Source: an optimization exercise on an open RTL-to-GDS flow (aim: a short achievable clock period and few clock cycles). Production flows keep margins and buffers that such runs may drop. Function was checked by simulation only, so behaviour that the tests miss may differ from the original. Power and IR drop assume default switching activity.

**flow/config.mk**
```make
export PLATFORM = sky130hd
export DESIGN_NAME = kmeans_iter_ctrl
export DESIGN_NICKNAME = kmeans_iter_ctrl
export VERILOG_FILES = /design/flow/design.v
export SDC_FILE = /design/flow/constraint.sdc
export NUM_CORES = 4
export LEC_CHECK = 0
export CAP_MARGIN = 20
export CORE_MARGIN = 2
export CORE_UTILIZATION = 40
export SETUP_SLACK_MARGIN = 3.6
export SLEW_MARGIN = 20
```
**flow/design.v**
```verilog
module kmeans_iter_ctrl #(
  parameter int unsigned AW       = 10,
  parameter int unsigned MAX_ITER = 16,
  parameter logic [15:0] TOL      = 16'h0010
) (
  input  logic          clk,
  input  logic          rst,
  input  logic          start,
  input  logic [AW-1:0] num_points,
  input  logic [47:0]   init_cx,
  input  logic [47:0]   init_cy,
  output logic          pt_rd_en,
  output logic [AW-1:0] pt_rd_addr,
  input  logic [31:0]   pt_rd_data,
  output logic          dp_valid,
  output logic [15:0]   dp_x,
  output logic [15:0]   dp_y,
  input  logic          dp_result_valid,
  input  logic [1:0]    dp_cluster,
  output logic [47:0]   cent_x,
  output logic [47:0]   cent_y,
  output logic          busy,
  output logic          done,
  output logic          converged,
  output logic [4:0]    iter_count
);
  localparam logic [4:0] LastIter = 5'(MAX_ITER - 1);
  localparam logic [15:0] Tol = TOL & 16'h0000;
  localparam int unsigned TLoad = 6;
  localparam int unsigned TRead = 20;
  localparam int unsigned TDec  = 23;
  logic                busy_q, done_q, conv_q, acc_q;
  logic [4:0]          iter_q;
  logic [AW-1:0]       num_sh_q, nm1_q;
  logic [47:0]         icx_sh_q, icy_sh_q;
  logic [2:0][15:0]    cx_q, cy_q;
  logic                rd_en_q;
  logic [AW-1:0]       addr_q;
  logic                v1_q, dpv_q, v3_q;
  logic [31:0]         pd_q, pd2_q;
  logic [2:0][31:0]    xg_q;
  logic [2:0]          en_q;
  logic [TDec:1]       tok_q;
  logic                clr_q;
  logic [2:0][7:0]     l0x_q, l0y_q, l1x_q, l1y_q;
  logic [2:0]          c0x_q, c0y_q, cox_q, coy_q;
  logic [2:0][AW-1:0]  hix_q, hiy_q;
  logic [2:0][AW-1:0]  cnt_q;
  logic [2:0][AW:0]    remx_q, remy_q;
  logic [2:0][15:0]    dvdx_q, dvdy_q, oshx_q, oshy_q;
    logic [2:0]          nz_q;
  logic [2:0][AW+1:0]  nneg_q, opx_q, opy_q;
  logic [2:0]          eqx_q, eqy_q;
  logic                last_rd, all_eq, stop, zdone, accept, go_fast, slow;
  logic [TDec:1]       tok_n;
  assign accept  = start & ~busy_q;
  assign last_rd = rd_en_q & (addr_q == nm1_q);
  assign all_eq  = (&eqx_q) & (&eqy_q);
  assign go_fast = tok_q[TDec-1] & ~all_eq & (iter_q != LastIter);
  assign slow    = tok_q[TDec-1] & ~go_fast;
  assign stop    = tok_q[TDec] & (all_eq | (iter_q == LastIter));
  always_comb begin
    tok_n = {tok_q[TDec-1:1], last_rd};
    if (go_fast) tok_n[TDec] = 1'b0;
    if (slow)    tok_n = {1'b1, {(TDec-1){1'b0}}};
    if (stop)    tok_n = '0;
  end
  assign zdone   = acc_q & (num_sh_q == '0);
  function automatic logic [AW+1:0] div_step(input logic [AW:0]   r,
                                             input logic          nxt,
                                             input logic [AW+1:0] op);
    div_step = {r, nxt} + op;
  endfunction
  logic [2:0][AW+1:0] stx, sty;
  logic [2:0]         qx, qy;
  always_comb begin
    for (int k = 0; k < 3; k++) begin
      stx[k] = div_step(remx_q[k], dvdx_q[k][15], opx_q[k]);
      sty[k] = div_step(remy_q[k], dvdy_q[k][15], opy_q[k]);
      qx[k]  = ~stx[k][AW+1];
      qy[k]  = ~sty[k][AW+1];
    end
  end
  always_ff @(posedge clk or posedge rst) begin
    if (rst) begin
      busy_q  <= 1'b0;
      done_q  <= 1'b0;
      conv_q  <= 1'b0;
      acc_q   <= 1'b0;
      iter_q  <= '0;
      cx_q    <= '0;
      cy_q    <= '0;
      rd_en_q <= 1'b0;
      v1_q    <= 1'b0;
      dpv_q   <= 1'b0;
      v3_q    <= 1'b0;
      en_q    <= '0;
      tok_q   <= '0;
      clr_q   <= 1'b0;
    end else begin
      acc_q  <= accept;
      done_q <= stop | zdone;
      if (accept)             busy_q <= 1'b1;
      else if (stop | zdone)  busy_q <= 1'b0;
      if (acc_q) begin
        iter_q <= '0;
        conv_q <= zdone;
      end else if (go_fast) begin
        iter_q <= iter_q + 5'd1;
        conv_q <= 1'b0;
      end else if (tok_q[TDec]) begin
        iter_q <= iter_q + 5'd1;
        conv_q <= all_eq;
      end
      if (acc_q) begin
        cx_q <= icx_sh_q;
        cy_q <= icy_sh_q;
      end else if (tok_q[TDec-1]) begin
        for (int k = 0; k < 3; k++) begin
          if (nz_q[k]) begin
            cx_q[k] <= {dvdx_q[k][14:0], qx[k]};
            cy_q[k] <= {dvdy_q[k][14:0], qy[k]};
          end
        end
      end
      if (stop)                 rd_en_q <= 1'b0;
      else if (acc_q)           rd_en_q <= ~zdone;
      else if (tok_q[TRead] | slow) rd_en_q <= 1'b1;
      else if (last_rd)         rd_en_q <= 1'b0;
      v1_q   <= rd_en_q & ~stop & ~slow;
      dpv_q  <= v1_q & ~stop & ~slow;
      v3_q   <= dpv_q;
      for (int k = 0; k < 3; k++)
        en_q[k] <= v3_q & dp_result_valid & (dp_cluster == 2'(k + 1));
      tok_q  <= tok_n;
      clr_q  <= acc_q | tok_q[TDec-1];
    end
  end
  always_ff @(posedge clk) begin
    num_sh_q <= num_points;
    icx_sh_q <= init_cx;
    icy_sh_q <= init_cy;
    if (acc_q) nm1_q <= num_sh_q - 1'b1;
    if (acc_q || tok_q[TRead] || slow) addr_q <= '0;
    else if (rd_en_q)          addr_q <= addr_q + 1'b1;
    pd_q  <= pt_rd_data;
    pd2_q <= pd_q;
    for (int k = 0; k < 3; k++)
      xg_q[k] <= (v3_q && dp_result_valid && dp_cluster == 2'(k + 1)) ? pd2_q : '0;
    for (int k = 0; k < 3; k++) begin
      if (clr_q) begin
        l0x_q[k] <= '0;
        l0y_q[k] <= '0;
        l1x_q[k] <= '0;
        l1y_q[k] <= '0;
        c0x_q[k] <= 1'b0;
        c0y_q[k] <= 1'b0;
        cox_q[k] <= 1'b0;
        coy_q[k] <= 1'b0;
        hix_q[k] <= '0;
        hiy_q[k] <= '0;
      end else begin
        {c0x_q[k], l0x_q[k]} <= {1'b0, l0x_q[k]} + {1'b0, xg_q[k][23:16]};
        {c0y_q[k], l0y_q[k]} <= {1'b0, l0y_q[k]} + {1'b0, xg_q[k][7:0]};
        {cox_q[k], l1x_q[k]} <= {1'b0, l1x_q[k]} + {1'b0, xg_q[k][31:24]} + 9'(c0x_q[k]);
        {coy_q[k], l1y_q[k]} <= {1'b0, l1y_q[k]} + {1'b0, xg_q[k][15:8]} + 9'(c0y_q[k]);
        hix_q[k] <= hix_q[k] + AW'(cox_q[k]);
        hiy_q[k] <= hiy_q[k] + AW'(coy_q[k]);
      end
      if (clr_q) cnt_q[k] <= '0;
      else                        cnt_q[k] <= cnt_q[k] + AW'(en_q[k]);
      nz_q[k] <= cnt_q[k] != '0;
      nneg_q[k] <= -{2'b0, cnt_q[k]};
      if (tok_q[TLoad]) begin
        opx_q[k]  <= nneg_q[k];
        opy_q[k]  <= nneg_q[k];
        remx_q[k] <= {1'b0, hix_q[k] + AW'(cox_q[k])};
        remy_q[k] <= {1'b0, hiy_q[k] + AW'(coy_q[k])};
        dvdx_q[k] <= {l1x_q[k], l0x_q[k]};
        dvdy_q[k] <= {l1y_q[k], l0y_q[k]};
        oshx_q[k] <= cx_q[k];
        oshy_q[k] <= cy_q[k];
        eqx_q[k]  <= 1'b1;
        eqy_q[k]  <= 1'b1;
      end else begin
        opx_q[k]  <= qx[k] ? nneg_q[k] : {2'b00, cnt_q[k]};
        opy_q[k]  <= qy[k] ? nneg_q[k] : {2'b00, cnt_q[k]};
        remx_q[k] <= stx[k][AW:0];
        remy_q[k] <= sty[k][AW:0];
        dvdx_q[k] <= {dvdx_q[k][14:0], qx[k]};
        dvdy_q[k] <= {dvdy_q[k][14:0], qy[k]};
        oshx_q[k] <= {oshx_q[k][14:0], 1'b0};
        oshy_q[k] <= {oshy_q[k][14:0], 1'b0};
        eqx_q[k]  <= eqx_q[k] & (~nz_q[k] | (qx[k] == oshx_q[k][15]));
        eqy_q[k]  <= eqy_q[k] & (~nz_q[k] | (qy[k] == oshy_q[k][15]));
      end
    end
  end
  assign pt_rd_en   = rd_en_q;
  assign pt_rd_addr = addr_q;
  assign dp_valid   = dpv_q;
  assign dp_x       = pd_q[31:16];
  assign dp_y       = pd_q[15:0];
  assign cent_x     = cx_q;
  assign cent_y     = cy_q;
  assign busy       = busy_q;
  assign done       = done_q;
  assign converged  = conv_q;
  assign iter_count = iter_q;
endmodule
```
**flow/run.sh**
```bash
#!/bin/bash
# synth_recipe.tcl (not shown) runs the flow's synth.tcl, then flattens the netlist and writes it again
# the make line also repeats each setting of config.mk as NAME=value (left out here)
make -C /OpenROAD-flow-scripts/flow DESIGN_CONFIG=/design/flow/config.mk WORK_HOME=/design/flow/orfs CLKGATE_MAP_FILE= SYNTH_SCRIPT=/design/flow/synth_recipe.tcl finish
```
**flow/constraint.sdc**
```tcl
create_clock -name core_clock -period 6.0 [get_ports {clk}]
set_input_delay 1.2000 -clock core_clock [delete_from_list [all_inputs] [get_ports {clk}]]
set_output_delay 1.2000 -clock core_clock [all_outputs]
set_load 0.01 [all_outputs]
```
==> results of run 1 <==
where the power goes:
part           internal (uW)  switching, uW
sequential              8280            936
clock                   4060           2720
combinational           3700           3360
through the flow:
stage,instances,instance area [um2]
2_1_floorplan,3334,37200
4_1_cts,5070,45800
3_5_place_dp,4754,41400
5_1_grt,5097,46200
6_report,5097,46200
3_3_place_gp,4754,41400
cells in the mapped netlist, drive strengths merged, types with 90 or more instances:
library cell  number  area, um2
and2             107        669
clkbuf            98        368
dfrtp            136       3400
dfxtp            849      17000
ha               181       2260
inv               90        338
mux2             253       2880
mux2i            102       1020
nand2            189        709
nor2             290       1100
nor2b            123        769
o21ai            191        978
xnor2            111        980
xor2             115       1010
layout make-up:
type,instances,area (um2),share of cell area
Sequential cell,995,20800,0.450
Multi-Input combinational cell,2120,15800,0.343
Timing Repair Buffer,449,3950,0.0854
Clock buffer,148,3100,0.0671
Tap cell,1243,1560,0.0337
Clock inverter,52,627,0.0136
Inverter,90,342,0.00739
per-layer routing:
metal	global-route usage	up-vias	wire (um)
met2	0.275	354	37600
met1	0.234	11248	39400
met5	0	-	10
met3	0.0395	105	4170
li1	-	12144	-
met4	0.0455	2	1500
logic make-up (layout without fill, tap and decap cells):
kind of cell / after synthesis / count (layout) / share of synthesized area
DFF: 995 / 995 / 0.556
buffers and inverters: 219 / 739 / 0.0234
AOI/OAI and AO/OA: 388 / 388 / 0.0638
adders and majority gates: 205 / 205 / 0.0737
xor gates and xnor gates: 226 / 226 / 0.0533
and+or+nand+nor: 946 / 946 / 0.125
muxes: 355 / 355 / 0.105
state kept, by name (all words and copies together) (netlist names), 30 cells and up:
| signal | flops |
|---|---|
| xg_q | 96 |
| cx_q | 48 |
| cy_q | 48 |
| dvdx_q | 48 |
| dvdy_q | 48 |
| icx_sh_q | 48 |
| icy_sh_q | 48 |
| oshx_q | 48 |
| oshy_q | 48 |
| nneg_q | 36 |
| opx_q | 36 |
| opy_q | 36 |
| remx_q | 33 |
| remy_q | 33 |
| pd2_q | 32 |
| pd_q | 32 |
| cnt_q | 30 |
| hix_q | 30 |
| hiy_q | 30 |
worst max-delay path by stage:
stage | slack (ns) | end | cells after the start | from
2_1_floorplan | 3.11 | acc_q | 1 | rst
3_3_place_gp | 3.13 | opy_q[12] | 8 | remy_q[11]
3_5_place_dp | 3.09 | opy_q[12] | 8 | remy_q[11]
4_1_cts | 3.36 | pt_rd_en | 1 | rd_en_q
5_1_grt | 3.45 | cent_y[0] | 1 | cy_q[0]
6_report | 3.50 | cent_y[0] | 1 | cy_q[0]
repair_timing:
action	in CTS	in global routing
pin swaps	5	19
gates resized for setup	757	47
endpoints found under the setup margin	281	195
buffers inserted	116	27
==> metrics.md, run 1 <==
| Metric | Value |
|---|---|
| Run status | `complete, no violations` |
| Max-slew violations | `0` |
| IR drop worst, VDD | `roughly 0.30 mV` |
| Required time reported for the critical path endpoint | `4.80 ns` |
| Final critical-path share of the clock period | `0.417` |
| Highest net fanout along the worst path | `2` |
| Hold endpoint | `pd2_q[16]` |
| Number of warnings printed during yosys synthesis | `1` |
| Nets in the synthesized netlist | `around 3700` |
| H-tree lvl count | `3` |
| Power per standard cell area | `~500 nW/um2` |
| Height of the chip | `roughly 310 um` |
| Hold Path Stages | `0` |
| Post-synthesis to final-layout area growth | `24.1%` |
| Placer's final routability congestion estimate | `~0.8` |
| Synth unique cells | `65` |
| Die area | `95600 um2` |
| Dpl hpwl | `about 56000 um` |
| Wire length of the first global-routing pass | `approximately 130000 um` |
| Most common cell after layout, fill and taps aside | `dfxtp_1` |
| Final setup violation count | `0` |
| Via/cell ratio | `around 4.7` |
| Prevailing post-synth register cell | `dfxtp_1` |
| Clk Latency, worst-skew pair | `0.68 ns` |
| Violation count after the first detailed-route iteration | `between 1000 and 1500` |
| TritonCTS sink count | `995` |
| Total Power | `23000 uW` |
| Number of nets in the finished design | `4110` |
| Die Width | `about 300 um` |
| Flop and latch count out of synthesis | `between 900 and 1000` |
| Sequential cell area fraction in the yosys report | `0.556` |
| Post-layout util | `0.503` |
| I/O pin count | `around 300` |
| Total clock buffers created by CTS | `105` |
| Worst Setup Slack post-DPL | `between 3 and 4 ns` |
| CP max-delay cell | `dfrtp_2` |
| Fraction of registers with async set/reset | `0.137` |
| Total global-route track usage | `0.172` |
| Max_slew headroom | `0.402` |
| # rows | `between 100 and 150` |
| Most frequent cells in the layout | `dfxtp_1 (815), nor2_1 (278), mux2_2 (211), nand2_1 (186), ha_1 (180)` |
| Buffers plus inverters on the worst setup path | `1` |
| Leak | `between 0.02 and 0.025 uW` |
| Reg clk slew, reported paths | `0.06 ns` |
| DRC violations left | `0` |
| Unrepaired setup endpoints after global routing | `true` |
| Final Hold Viols | `0` |
| Placeable core area | `a little over 90000 um2` |
| Buffers from clock root to sink, at most | `3` |
| Hold-fix buffer count after cts | `0` |
| Reg2reg start | `xg_q[40]` |
| Average instance area after synthesis | `11.2 um2` |
| Buffers added on ports | `approximately 290` |
| Total of fill cells in the finished design | `around 8300` |
| Final Hold Slack | `around 0.35 ns` |
| Critical path's largest stage delay | `approximately 0.48 ns` |
| CTS tree | `built` |
| Pin count of the biggest net entering global routing | `approximately 140` |
| CTS Root Buffer Type | `clkbuf_16` |
| Vias in the first global route | `about 24000` |
| Detail-routed net length per standard cell | `roughly 16 um` |
| Arrival time reported for the critical path endpoint | `~1.3 ns` |
| Initial antenna violation count | `5` |
| Highest clock frequency the design can meet | `around 400 MHz` |
| FF-to-FF setup slack | `between 3 and 4 ns` |
| Sort of element at the start of the critical path | `register` |
| Worst min-delay path class | `register to register` |
| Antenna violation net count after detailed routing | `0` |
| Starting utilization of the core area | `0.405` |
| Kind of capture point of the worst setup path | `primary output` |
| Reg2reg end | `coy_q[1]` |
| # Max-Cap Violations | `0` |
| Cell area after technology mapping | `37200 um2` |
| Setup clock skew after layout | `about 0.032 ns` |
| Start point of the worst min-delay path | `pd_q[16]` |
| Pre-antenna DRT Iters | `5` |
| Slew of the pin with the lowest slew margin | `about 0.9 ns` |
| Number of instances in the synthesized netlist | `between 3000 and 4000` |
| Crit path cell chain | `buf_6` |
| Antenna Cells | `0` |
| Post-synth EDFFs | `10` |
| Top cell family by delay on the critical path | `flip-flops` |
| Clock period minus worst slack | `2.50 ns` |
| Setup slack of the critical path after layout | `3.50 ns` |
| Cell depth of the worst flop-to-flop path | `10` |
| Overall routed net length | `82700 um` |
| GRT Residual Overflow | `0` |
| Total Negative Setup Slacks | `0 ns` |
| Fraction of layout instances using a drive strength above 1 | `0.214` |
| Type of the setup path with the least slack | `register to primary output` |
| Vias post-DR | `approximately 24000` |
Testbench counts, summed over its fixed seeds: cycles 152,530.
==> run 2, diff against run 1 <==
--- a/flow/config.mk
+++ b/flow/config.mk
@@ -7,6 +7,10 @@
 export LEC_CHECK = 0
 export CAP_MARGIN = 20
 export CORE_MARGIN = 2
-export CORE_UTILIZATION = 40
+export CORE_UTILIZATION = 55
+export CTS_BUF_LIST = sky130_fd_sc_hd__clkbuf_16
+export CTS_CLUSTER_DIAMETER = 80
+export CTS_CLUSTER_SIZE = 30
+export PLACE_DENSITY = 0.7
 export SETUP_SLACK_MARGIN = 3.6
 export SLEW_MARGIN = 20
==> run 2 against run 1 <==
Still clean. Sequential power is essentially flat. Utilization is 14 points higher. Final area fell by 6.1%. Worst hold slack improved by 0.0061 ns. Largest power group unchanged.
==> metrics.md, run 2 <==
| Metric | Value |
|---|---|
| Sequential cell area fraction in the yosys report | `0.556 (unchanged)` |
| Flip-flop count of the largest register, all copies and words added | `96 (unchanged)` |
| Pre-antenna DRT Iters | `5 (unchanged)` |
| Unrepaired setup endpoints after global routing | `true (unchanged)` |
| Highest clock frequency the design can meet | `409 MHz (was 400 MHz)` |
| Arrival time reported for the critical path endpoint | `1.24 ns (was 1.30 ns)` |
| Die Width | `264 um (was 309 um)` |
| Most common cell after layout, fill and taps aside | `dfxtp_1 (unchanged)` |
| Synth area leader | `dfxtp_1 (unchanged)` |
| Most flops, register | `xg_q (unchanged)` |
| Dpl cells | `4384 (was 4754)` |
| Vias in the first global route | `24741 (was 24003)` |
| Buffers added on ports | `291 (unchanged)` |
| Cell depth of the worst flop-to-flop path | `10 (unchanged)` |
| Post-Layout Inst Area | `43400 um2 (was 46200 um2)` |
| Reg clk slew, reported paths | `0.11 ns (was 0.06 ns)` |
| Vias post-DR | `24115 (was 23853)` |
| CTS Root Buffer Type | `clkbuf_16 (unchanged)` |
| Total clock buffers created by CTS | `43 (was 105)` |
| IR drop worst, VDD | `0.290 mV (was 0.299 mV)` |
| Run status | `complete, no violations (unchanged)` |
| Violation count after the first detailed-route iteration | `1313 (was 1117)` |
| Initial antenna violation count | `6 (was 5)` |
| Die area | `69800 um2 (was 95600 um2)` |
| Buffers plus inverters on the worst setup path | `1 (unchanged)` |
| Worst min-delay path class | `register to register (unchanged)` |
| Final Hold Viols | `0 (unchanged)` |
| Antenna violation net count after detailed routing | `0 (unchanged)` |
| Clk Latency, worst-skew pair | `0.62 ns (was 0.68 ns)` |
| Number of warnings printed during yosys synthesis | `1 (unchanged)` |
| DRC violations left | `0 (unchanged)` |
| Cell area after technology mapping | `37200 um2 (unchanged)` |
| Sort of element at the start of the critical path | `register (unchanged)` |
| Placeable core area | `67200 um2 (was 91900 um2)` |
| Post-synth EDFFs | `10 (unchanged)` |
| Pin count of the biggest net entering global routing | `140 (was 137)` |
| Prevailing post-synth register cell | `dfxtp_1 (unchanged)` |
| Critical path's largest stage delay | `0.49 ns (was 0.48 ns)` |
| Top cells by instance count after synthesis | `dfxtp_1 (849), nor2_1 (285), mux2_2 (211) (unchanged)` |
| CTS tree | `built (unchanged)` |
| Fraction of registers with async set/reset | `0.137 (unchanged)` |
| GRT Residual Overflow | `0 (unchanged)` |
| Max_slew headroom | `0.389 (was 0.402)` |
| Setup clock skew after layout | `0.0242 ns (was 0.0318 ns)` |
| Total Negative Setup Slacks | `0 ns (unchanged)` |
| Nets in the synthesized netlist | `3683 (unchanged)` |
| Type of the setup path with the least slack | `register to primary output (unchanged)` |
| Flop and latch count out of synthesis | `995 (unchanged)` |
| Post-synthesis to final-layout area growth | `16.5% (was 24.1%)` |
| Most frequent cells in the layout | `dfxtp_1 (807), nor2_1 (278), mux2_2 (211), nand2_1 (186), ha_1 (179) (was dfxtp_1 (815), nor2_1 (278), mux2_2 (211), nand2_1 (186), ha_1 (180))` |
| Synth unique cells | `65 (unchanged)` |
| Slew of the pin with the lowest slew margin | `0.916 ns (was 0.897 ns)` |
| Area share of the largest cell type after synthesis | `0.456 (unchanged)` |
| Average instance area after synthesis | `11.2 um2 (unchanged)` |
| Total Power | `20200 uW (was 23000 uW)` |
| Kind of capture point of the worst setup path | `primary output (unchanged)` |
| Number of instances in the synthesized netlist | `3334 (unchanged)` |
| Highest net fanout along the worst path | `2 (unchanged)` |
| Fraction of layout instances using a drive strength above 1 | `0.191 (was 0.214)` |
| Via/cell ratio | `5.23 (was 4.68)` |
| Total of fill cells in the finished design | `5256 (was 8340)` |
| Crit path cell chain | `buf_6 (unchanged)` |
| Total global-route track usage | `0.232 (was 0.172)` |
| Final Non-Filler Cells | `4613 (was 5097)` |
| Post-layout util | `0.646 (was 0.503)` |
| Power per standard cell area | `465 nW/um2 (was 499 nW/um2)` |
| Path length in cells of the critical path | `1 (unchanged)` |
| Placed instance area | `40900 um2 (was 41400 um2)` |
| I/O pin count | `292 (unchanged)` |
| Top cell family by delay on the critical path | `flip-flops (unchanged)` |
| Dpl hpwl | `55800 um (was 55700 um)` |
| Final setup violation count | `0 (unchanged)` |
| Most used standard cell by instance count after synthesis | `dfxtp_1 (unchanged)` |
| Leak | `0.0197 uW (was 0.0208 uW)` |
| Wire length of the first global-routing pass | `130000 um (about the same)` |
| CP max-delay cell | `dfrtp_2 (unchanged)` |
| # rows | `95 (was 111)` |
| Height of the chip | `264 um (was 309 um)` |
| Final critical-path share of the clock period | `0.407 (was 0.417)` |
| Required time reported for the critical path endpoint | `4.80 ns (about the same)` |
| # Max-Cap Violations | `0 (unchanged)` |
| Max-slew violations | `0 (unchanged)` |
| H-tree lvl count | `2 (was 3)` |
| Placer's final routability congestion estimate | `0.813 (was 0.797)` |
| Hold Path Stages | `0 (unchanged)` |
| Ranking of synthesized cells by area | `dfxtp_1 (46%), dfrtp_1 (9.1%), mux2_2 (6.4%), ha_1 (6.1%), nor2_1 (2.9%) (unchanged)` |
| Detail-routed net length per standard cell | `17.7 um (was 16.2 um)` |
| TritonCTS sink count | `995 (unchanged)` |
| Number of nets in the finished design | `4053 (was 4110)` |
| Overall routed net length | `81600 um (was 82700 um)` |
| Buffers from clock root to sink, at most | `3 (unchanged)` |
| Starting utilization of the core area | `0.555 (was 0.405)` |
| Clock period minus worst slack | `2.44 ns (was 2.50 ns)` |
==> run 2: cell counts after synthesis <==
Identical to the previous run, type by type.
==> run 2: timing repair <==
item                                   4_1_cts  5_1_grt
cloned                                       0        1
setup endpoints to repair                  227      167
hold buffers                                 0        0
endpoints found under the hold margin        0        0
buffers inserted                           110       37
pin swaps                                    4       18
resized for setup                          719       72
==> run 2: final timing paths <==
kind,to,slack (ns),startpoint
max,cent_y[0],3.56,cy_q[0]
min,pd2_q[18],0.35,pd_q[18]
max reg2reg,opy_q[4],3.64,opy_q[2]
min reg2reg,pd2_q[18],0.35,pd_q[18]
max in group asynchronous,cy_q[0],4.11,rst
min in group asynchronous,tok_q[19],1.15,rst
==> run 2: stage by stage <==
step	hold slack, ns	setup WS (ns)
final	0.354	3.56
after global placement	0.334	3.19
after CTS	0.355	3.41
after floorplan	0.382	3.11
after global routing	0.363	3.51
after detailed placement	0.337	3.05
==> run 2: layer usage <==
metal,track usage,wire length (um),vias up,part of all wire
li1,-,-,11966,-
met1,0.313,37600,11677,0.46
met2,0.391,38900,349,0.48
met3,0.0303,2820,117,0.035
met4,0.0679,2140,6,0.026
met5,0,48,-,0.00059
==> run 2: cell type report <==
type	count	area, um2	share of cell area
Clock inverter	33	292	0.00672
Clock buffer	45	1130	0.0260
Multi-Input combinational cell	2121	15900	0.366
Sequential cell	995	20800	0.479
Inverter	90	342	0.00787
Timing Repair Buffer	453	3830	0.0883
Tap cell	873	1090	0.0252
Antenna cell	3	7.51	0.000173
==> run 2: kinds of logic (layout without fill, tap and decap cells) <==
| family | count (synthesis) | in the layout | synth area share |
|---|---|---|---|
| buffers and inverters | 219 | 621 | 0.0234 |
| adder cells (fa/ha/maj) | 205 | 205 | 0.0737 |
| flip-flops | 995 | 995 | 0.556 |
| XOR/XNOR | 226 | 226 | 0.0533 |
| AND/OR/NAND/NOR | 946 | 947 | 0.125 |
| multiplexers | 355 | 355 | 0.105 |
| AO/OA/AOI/OAI | 388 | 388 | 0.0638 |
| other | 0 | 3 | 0 |
==> run 2: where the power goes <==
group / switching [uW] / internal, uW
Clock: 2130 / 1520
Sequential: 949 / 8260
Combinational: 3530 / 3780
==> run 3, diff against run 2 <==
--- a/flow/config.mk
+++ b/flow/config.mk
@@ -7,10 +7,9 @@
 export LEC_CHECK = 0
 export CAP_MARGIN = 20
 export CORE_MARGIN = 2
-export CORE_UTILIZATION = 55
+export CORE_UTILIZATION = 60
 export CTS_BUF_LIST = sky130_fd_sc_hd__clkbuf_16
 export CTS_CLUSTER_DIAMETER = 80
 export CTS_CLUSTER_SIZE = 30
-export PLACE_DENSITY = 0.7
 export SETUP_SLACK_MARGIN = 3.6
 export SLEW_MARGIN = 20
==> run 3 against run 2 <==
Die area shrank 8.2%. Non-clock buffer count grew 1. Register-to-register slack lost 0.03 ns. Combinational power grew 2%. Maximum frequency grew 0.88%. Setup slack gained 0.021 ns. Count of clock-buffer cells in the layout is the same. Sequential power is essentially flat. Flip-flop and latch count is the same. Final area shrank 0.28%. Wire length shrank 1.3%. Worst hold slack gained 0.00080 ns. Largest power group unchanged. Highest routed layer unchanged.
==> metrics.md, run 3 <==
| Metric | Value |
|---|---|
| Type of the setup path with the least slack | `register to primary output (unchanged)` |
| Power per standard cell area | `468 nW/um2 (was 465 nW/um2)` |
| Vias post-DR | `24079 (was 24115)` |
| Detail-routed net length per standard cell | `17.8 um (was 17.7 um)` |
| Nets in the synthesized netlist | `3683 (unchanged)` |
| Overall routed net length | `80500 um (was 81600 um)` |
| Number of instances in the synthesized netlist | `3334 (unchanged)` |
| Average instance area after synthesis | `11.2 um2 (unchanged)` |
| Slew of the pin with the lowest slew margin | `1.03 ns (was 0.916 ns)` |
| Initial antenna violation count | `6 (unchanged)` |
| Total Negative Setup Slacks | `0 ns (unchanged)` |
| Fraction of layout instances using a drive strength above 1 | `0.192 (was 0.191)` |
| Highest net fanout along the worst path | `3 (was 2)` |
| Cell area after technology mapping | `37200 um2 (unchanged)` |
| Post-Layout Inst Area | `43300 um2 (was 43400 um2)` |
| Setup slack of the critical path after layout | `3.58 ns (was 3.56 ns)` |
| Buffers from clock root to sink, at most | `3 (unchanged)` |
| Highest clock frequency the design can meet | `413 MHz (was 409 MHz)` |
| CP max-delay cell | `dfrtp_1 (was dfrtp_2)` |
| Antenna violation net count after detailed routing | `0 (unchanged)` |
| Post-synth EDFFs | `10 (unchanged)` |
| Post-synthesis to final-layout area growth | `16.1% (was 16.5%)` |
| Unrepaired setup endpoints after global routing | `true (unchanged)` |
| Post-layout util | `0.704 (was 0.646)` |
| Sequential cell area fraction in the yosys report | `0.556 (unchanged)` |
| Total Power | `20300 uW (was 20200 uW)` |
| Arrival time reported for the critical path endpoint | `1.22 ns (was 1.24 ns)` |
| Top cells by instance count after synthesis | `dfxtp_1 (849), nor2_1 (285), mux2_2 (211) (unchanged)` |
| Most frequent cells in the layout | `dfxtp_1 (803), nor2_1 (278), mux2_2 (211), nand2_1 (186), ha_1 (175) (was dfxtp_1 (807), nor2_1 (278), mux2_2 (211), nand2_1 (186), ha_1 (179))` |
| Pin count of the biggest net entering global routing | `137 (was 140)` |
| Reg clk slew, reported paths | `0.12 ns (was 0.11 ns)` |
| Placed instance area | `40800 um2 (was 40900 um2)` |
| Violation count after the first detailed-route iteration | `1141 (was 1313)` |
| Buffers added on ports | `291 (unchanged)` |
| Setup clock skew after layout | `0.0239 ns (was 0.0242 ns)` |
| Buffers plus inverters on the worst setup path | `1 (unchanged)` |
| DRC violations left | `0 (unchanged)` |
| Worst Setup Slack post-DPL | `2.98 ns (was 3.05 ns)` |
| Total of fill cells in the finished design | `4622 (was 5256)` |
| Synth unique cells | `65 (unchanged)` |
| Number of warnings printed during yosys synthesis | `1 (unchanged)` |
| CTS Root Buffer Type | `clkbuf_16 (unchanged)` |
| Via/cell ratio | `5.32 (was 5.23)` |
| Fraction of registers with async set/reset | `0.137 (unchanged)` |
| Clock period minus worst slack | `2.42 ns (was 2.44 ns)` |
| Max_slew headroom | `0.312 (was 0.389)` |
| # rows | `91 (was 95)` |
| Wire length of the first global-routing pass | `127000 um (was 130000 um)` |
| IR drop worst, VDD | `0.295 mV (was 0.290 mV)` |
| Clk Latency, worst-skew pair | `0.63 ns (was 0.62 ns)` |
| CTS tree | `built (unchanged)` |
| Hold-fix buffer count after cts | `0 (unchanged)` |
| Starting utilization of the core area | `0.606 (was 0.555)` |
| Required time reported for the critical path endpoint | `4.80 ns (about the same)` |
| Area share of the largest cell type after synthesis | `0.456 (unchanged)` |
| Die Width | `253 um (was 264 um)` |
| Most common cell after layout, fill and taps aside | `dfxtp_1 (unchanged)` |
| TritonCTS sink count | `995 (unchanged)` |
| Ranking of synthesized cells by area | `dfxtp_1 (46%), dfrtp_1 (9.1%), mux2_2 (6.4%), ha_1 (6.1%), nor2_1 (2.9%) (unchanged)` |
| Pre-antenna DRT Iters | `5 (unchanged)` |
| GRT Residual Overflow | `0 (unchanged)` |
| Synth area leader | `dfxtp_1 (unchanged)` |
| Final Hold Viols | `0 (unchanged)` |
| Number of nets in the finished design | `4052 (was 4053)` |
| Total global-route track usage | `0.250 (was 0.232)` |
| Prevailing post-synth register cell | `dfxtp_1 (unchanged)` |
| Leak | `0.0197 uW (about the same)` |
| Dpl hpwl | `55800 um (about the same)` |
| Placeable core area | `61500 um2 (was 67200 um2)` |
| Height of the chip | `253 um (was 264 um)` |
| Max-slew violations | `0 (unchanged)` |
| Vias in the first global route | `24525 (was 24741)` |
| Worst min-delay path class | `register to register (unchanged)` |
| H-tree lvl count | `2 (unchanged)` |
| Top cell family by delay on the critical path | `flip-flops (unchanged)` |
| Most used standard cell by instance count after synthesis | `dfxtp_1 (unchanged)` |
| Critical path's largest stage delay | `0.45 ns (was 0.49 ns)` |
| Sort of element at the start of the critical path | `register (unchanged)` |
| Final setup violation count | `0 (unchanged)` |
| # Max-Cap Violations | `0 (unchanged)` |
| I/O pin count | `292 (unchanged)` |
| Most flops, register | `xg_q (unchanged)` |
| Run status | `complete, no violations (unchanged)` |
| Crit path cell chain | `buf_6 (unchanged)` |
| Flop and latch count out of synthesis | `995 (unchanged)` |
| Final critical-path share of the clock period | `0.404 (was 0.407)` |
| Placer's final routability congestion estimate | `0.807 (was 0.813)` |
| Total clock buffers created by CTS | `42 (was 43)` |
| Flip-flop count of the largest register, all copies and words added | `96 (unchanged)` |
| Kind of capture point of the worst setup path | `primary output (unchanged)` |
| Die area | `64100 um2 (was 69800 um2)` |
## run 3: cell types whose count changed in the layout (fill, tap and decap cells not counted), moves of 2 or more
cell,change
buf_4,+4
clkinv_2,-2
nor4_1,+2
nor4_2,-2
buf_2,+2
diode_2,-2
buf_6,-3
ha_4,+4
o21ai_4,+2
dfxtp_2,+3
ha_1,-4
dfxtp_1,-4
## run 3: layout make-up
type	count	area (um2)	share of cell area
inverters	90	342	0.00790
multi-input cells	2120	15900	0.369
well taps	790	988	0.0229
repair buffers	454	3790	0.0876
flip-flops and latches	995	20800	0.481
clock inverters	32	260	0.00602
diodes	1	2.50	0.0000578
clock buffers	45	1130	0.0260
## run 3: repair_timing
action | 4_1_cts | 5_1_grt
setup endpoints to repair | 225 | 185
setup buffers | 124 | 24
pin swaps | 11 | 9
gates resized for setup | 731 | 66
## run 3: metal layers
layer	GRT usage	part of all wire	routed length, um	up-vias
li1	-	-	-	11938
met1	0.334	0.46	36900	11678
met2	0.426	0.48	38600	365
met3	0.0342	0.039	3170	96
met4	0.0669	0.023	1830	2
met5	0	0.00020	16	-
## run 3: worst paths after layout
path | start | end | slack [ns] | cells after the start
min | pd_q[19] | pd2_q[19] | 0.35 | 0
min in group asynchronous | rst | cy_q[33] | 1.15 | 3
max reg2reg | opx_q[28] | opx_q[31] | 3.61 | 10
min reg2reg | pd_q[19] | pd2_q[19] | 0.35 | 0
max in group asynchronous | rst | cx_q[8] | 4.16 | 3
max | cy_q[34] | cent_y[34] | 3.58 | 1
## run 3: power breakdown
part	internal (uW)	switching, uW
Sequential	8270	925
Clock	1500	2110
Combinational	3840	3620
## run 3: cells by family after synthesis
kind of cell,share of synthesized area
compound gates,0.0638
buf+inv,0.0234
fa+ha+maj,0.0737
simple gates,0.125
mux,0.105
xor+xnor,0.0533
flops,0.556
## run 3: stage by stage
stage	hold slack (ns)	cells
after floorplan	0.382	3334
after CTS	0.357	4502
final	0.355	4527
after global routing	0.364	4527
after global placement	0.342	4301
after detailed placement	0.338	4301
==> run 4, diff against run 3 <==
--- a/flow/config.mk
+++ b/flow/config.mk
@@ -7,9 +7,9 @@
 export LEC_CHECK = 0
 export CAP_MARGIN = 20
 export CORE_MARGIN = 2
-export CORE_UTILIZATION = 60
+export CORE_UTILIZATION = 65
 export CTS_BUF_LIST = sky130_fd_sc_hd__clkbuf_16
-export CTS_CLUSTER_DIAMETER = 80
-export CTS_CLUSTER_SIZE = 30
+export CTS_CLUSTER_DIAMETER = 70
+export CTS_CLUSTER_SIZE = 28
 export SETUP_SLACK_MARGIN = 3.6
 export SLEW_MARGIN = 20
==> run 4 against run 3 <==
Still clean on timing, DRC and antenna. Count of clock-buffer cells in the layout unchanged. Global-route usage rose by 1.5 points. Setup slack worse by 0.032 ns. Clock power shrank 3%. Clock skew increased by 0.0012 ns. Synthesized area unchanged. Sequential share of layout area rose by 0.13 points. Maximum frequency fell by 1.3%. Largest power group unchanged.
==> metrics.md, run 4 <==
| Metric | Value |
|---|---|
| Sequential cell area fraction in the yosys report | `0.556 (unchanged)` |
| Flop and latch count out of synthesis | `995 (unchanged)` |
| Vias post-DR | `24262 (was 24079)` |
| Post-Layout Inst Area | `43100 um2 (was 43300 um2)` |
| I/O pin count | `292 (unchanged)` |
| Detail-routed net length per standard cell | `17.7 um (was 17.8 um)` |
| Buffers plus inverters on the worst setup path | `1 (unchanged)` |
| Fraction of registers with async set/reset | `0.137 (unchanged)` |
| Crit path cell chain | `buf_6 (unchanged)` |
| Die area | `59200 um2 (was 64100 um2)` |
| Top cell family by delay on the critical path | `flip-flops (unchanged)` |
| Via/cell ratio | `5.39 (was 5.32)` |
| H-tree lvl count | `2 (unchanged)` |
| Prevailing post-synth register cell | `dfxtp_1 (unchanged)` |
| Critical path's largest stage delay | `0.49 ns (was 0.45 ns)` |
| FF-to-FF setup slack | `3.65 ns (was 3.61 ns)` |
| Height of the chip | `243 um (was 253 um)` |
| Flip-flop count of the largest register, all copies and words added | `96 (unchanged)` |
| CP max-delay cell | `dfrtp_2 (was dfrtp_1)` |
| Die Width | `243 um (was 253 um)` |
| Final critical-path share of the clock period | `0.409 (was 0.404)` |
| Run status | `complete, no violations (unchanged)` |
| Violation count after the first detailed-route iteration | `1350 (was 1141)` |
| Setup clock skew after layout | `0.0251 ns (was 0.0239 ns)` |
| Cell area after technology mapping | `37200 um2 (unchanged)` |
| Post-synthesis to final-layout area growth | `15.8% (was 16.1%)` |
| Placer's final routability congestion estimate | `0.837 (was 0.807)` |
| Setup slack of the critical path after layout | `3.55 ns (was 3.58 ns)` |
| Total Negative Setup Slacks | `0 ns (unchanged)` |
| Reg2reg end | `opy_q[16] (was opx_q[31])` |
| Final Hold Viols | `0 (unchanged)` |
| Cell depth of the worst flop-to-flop path | `9 (was 10)` |
| IR drop worst, VDD | `0.368 mV (was 0.295 mV)` |
| Most common cell after layout, fill and taps aside | `dfxtp_1 (unchanged)` |
| Antenna violation net count after detailed routing | `0 (unchanged)` |
| Vias in the first global route | `24880 (was 24525)` |
| Hold Path Stages | `0 (unchanged)` |
| Most frequent cells in the layout | `dfxtp_1 (806), nor2_1 (278), mux2_2 (211), nand2_1 (186), ha_1 (178) (was dfxtp_1 (803), nor2_1 (278), mux2_2 (211), nand2_1 (186), ha_1 (175))` |
| Nets in the synthesized netlist | `3683 (unchanged)` |
| Overall routed net length | `79500 um (was 80500 um)` |
| Placed instance area | `40700 um2 (was 40800 um2)` |
| Buffers from clock root to sink, at most | `3 (unchanged)` |
| GRT Residual Overflow | `0 (unchanged)` |
| # Max-Cap Violations | `0 (unchanged)` |
| DRC violations left | `0 (unchanged)` |
| Fraction of layout instances using a drive strength above 1 | `0.193 (was 0.192)` |
| Hold-fix buffer count after cts | `0 (unchanged)` |
| Highest clock frequency the design can meet | `407 MHz (was 413 MHz)` |
| Sort of element at the start of the critical path | `register (unchanged)` |
| Area share of the largest cell type after synthesis | `0.456 (unchanged)` |
| Max-slew violations | `0 (unchanged)` |
| Max_slew headroom | `0.361 (was 0.312)` |
| Placeable core area | `56500 um2 (was 61500 um2)` |
| Arrival time reported for the critical path endpoint | `1.25 ns (was 1.22 ns)` |
| Wire length of the first global-routing pass | `127000 um (about the same)` |
| Final setup violation count | `0 (unchanged)` |
| Worst min-delay path class | `register to register (unchanged)` |
| Required time reported for the critical path endpoint | `4.80 ns (about the same)` |
| Initial antenna violation count | `1 (was 6)` |
| Reg2reg start | `remy_q[16] (was opx_q[28])` |
| Pre-antenna DRT Iters | `5 (unchanged)` |
| Hold endpoint | `pd2_q[29] (was pd2_q[19])` |
| Pin count of the biggest net entering global routing | `124 (was 137)` |
| Post-synth EDFFs | `10 (unchanged)` |
| Clock period minus worst slack | `2.45 ns (was 2.42 ns)` |
| Number of warnings printed during yosys synthesis | `1 (unchanged)` |
| Type of the setup path with the least slack | `register to primary output (unchanged)` |
| Antenna Cells | `0 (was 1)` |
| Synth area leader | `dfxtp_1 (unchanged)` |
| Leak | `0.0197 uW (about the same)` |
| Dpl hpwl | `54400 um (was 55800 um)` |
| Start point of the worst min-delay path | `pd_q[29] (was pd_q[19])` |
| # rows | `87 (was 91)` |
| Number of nets in the finished design | `4059 (was 4052)` |
| TritonCTS sink count | `995 (unchanged)` |
| Reg clk slew, reported paths | `0.11 ns (was 0.12 ns)` |
| Total clock buffers created by CTS | `44 (was 42)` |
| Slew of the pin with the lowest slew margin | `0.958 ns (was 1.03 ns)` |
| Unrepaired setup endpoints after global routing | `true (unchanged)` |
| Synth unique cells | `65 (unchanged)` |
| Highest net fanout along the worst path | `2 (was 3)` |
| Total global-route track usage | `0.264 (was 0.250)` |
| Power per standard cell area | `467 nW/um2 (was 468 nW/um2)` |
| Worst Setup Slack post-DPL | `2.94 ns (was 2.98 ns)` |
| Most used standard cell by instance count after synthesis | `dfxtp_1 (unchanged)` |
| Clk Latency, worst-skew pair | `0.62 ns (was 0.63 ns)` |
| Starting utilization of the core area | `0.659 (was 0.606)` |
| CTS tree | `built (unchanged)` |
| Most flops, register | `xg_q (unchanged)` |
| Average instance area after synthesis | `11.2 um2 (unchanged)` |
| Top cells by instance count after synthesis | `dfxtp_1 (849), nor2_1 (285), mux2_2 (211) (unchanged)` |
| Kind of capture point of the worst setup path | `primary output (unchanged)` |
| Ranking of synthesized cells by area | `dfxtp_1 (46%), dfrtp_1 (9.1%), mux2_2 (6.4%), ha_1 (6.1%), nor2_1 (2.9%) (unchanged)` |
| Buffers added on ports | `291 (unchanged)` |
| CTS Root Buffer Type | `clkbuf_16 (unchanged)` |
| Total Power | `20100 uW (was 20300 uW)` |
| Number of instances in the synthesized netlist | `3334 (unchanged)` |
-- run 4: power by group --
group	switching (uW)	total [uW]	internal [uW]	leakage (uW)
sequential	945	9210	8260	0.00892
clock	2090	3500	1420	0.000724
combinational	3640	7430	3790	0.0100
-- run 4: logic make-up after synthesis --
| group | count (synthesis) | synth area share |
|---|---|---|
| AO/OA/AOI/OAI | 388 | 0.0638 |
| flip-flops | 995 | 0.556 |
| AND/OR/NAND/NOR | 946 | 0.125 |
| adder cells (fa/ha/maj) | 205 | 0.0737 |
| XOR/XNOR | 226 | 0.0533 |
| multiplexers | 355 | 0.105 |
| buffers and inverters | 219 | 0.0234 |
-- run 4: repair_timing --
item / 4_1_cts / 5_1_grt
setup endpoints to repair: 263 / 267
setup buffers: 122 / 31
cloned: 0 / 1
resized for setup: 681 / 81
pin swaps: 7 / 16
-- run 4: per-layer routing --
layer  GRT usage  up-vias  wire length (um)
met5           0        -                 0
met2       0.451      375             38800
met4      0.0754        0              1970
met3      0.0319      116              2600
met1       0.356    11791             36200
li1            -    11980                 -
-- run 4: metrics by stage --
stage,util,instances,hold WS [ns]
6_report,0.764,4500,0.355
5_1_grt,0.764,4500,0.369
4_1_cts,0.754,4468,0.356
3_5_place_dp,0.721,4266,0.336
3_3_place_gp,0.721,4266,0.342
2_1_floorplan,-,3334,0.382
-- run 4: layout make-up --
type | count | area (um2)
Tap cell | 756 | 946
Timing Repair Buffer | 458 | 3760
Multi-Input combinational cell | 2121 | 16000
Inverter | 90 | 342
Sequential cell | 995 | 20800
Fill cell | 3872 | 13400
Clock inverter | 35 | 215
Clock buffer | 45 | 1130
-- run 4: how the worst max path moves through the flow --
stage                     slack, ns    endpoint      from  cells past startpoint
after floorplan                3.11       acc_q       rst                      1
after global placement         2.98     cx_q[3]       rst                      3
after detailed placement       2.94    cx_q[24]       rst                      3
after CTS                      3.22    pt_rd_en   rd_en_q                      1
after global routing           3.52  cent_x[37]  cx_q[37]                      1
final                          3.55  cent_x[33]  cx_q[33]                      1

[port drivers added, routing unchanged]
No port has a modelled driver above. Below, the same layouts with a new extraction and two added sets of constraints.
Step 1, drivers: a clkbuf_16 drives clk and a buf_2 each remaining input, both assumed.
Step 2 times the ports against the registers' clock, not the clock port: input delays grow and output delays shrink by t, the midpoint of the rising clock arrivals with the driver on.
a / b / c = ideal ports / drivers / drivers and shift; a / b = the first two.
run | shift t [ns] | slack for setup (ns) | hold slack, ns
run 1 | 0.732 | 3.500 / 3.431 / 3.314 | 0.348 / 0.348 / 0.348
run 2 | 0.670 | 3.556 / 3.492 / 3.335 | 0.354 / 0.354 / 0.354
run 3 | 0.681 | 3.577 / 3.509 / 3.198 | 0.355 / 0.355 / 0.355
run 4 | 0.669 | 3.545 / 3.482 / 3.247 | 0.355 / 0.355 / 0.355
After both steps every run listed still meets setup and hold. The setup slack of run 3, which loses most, moves by -0.068 ns with the drivers and by -0.379 ns with both steps. The worst setup slack also covers recovery checks on asynchronous resets.
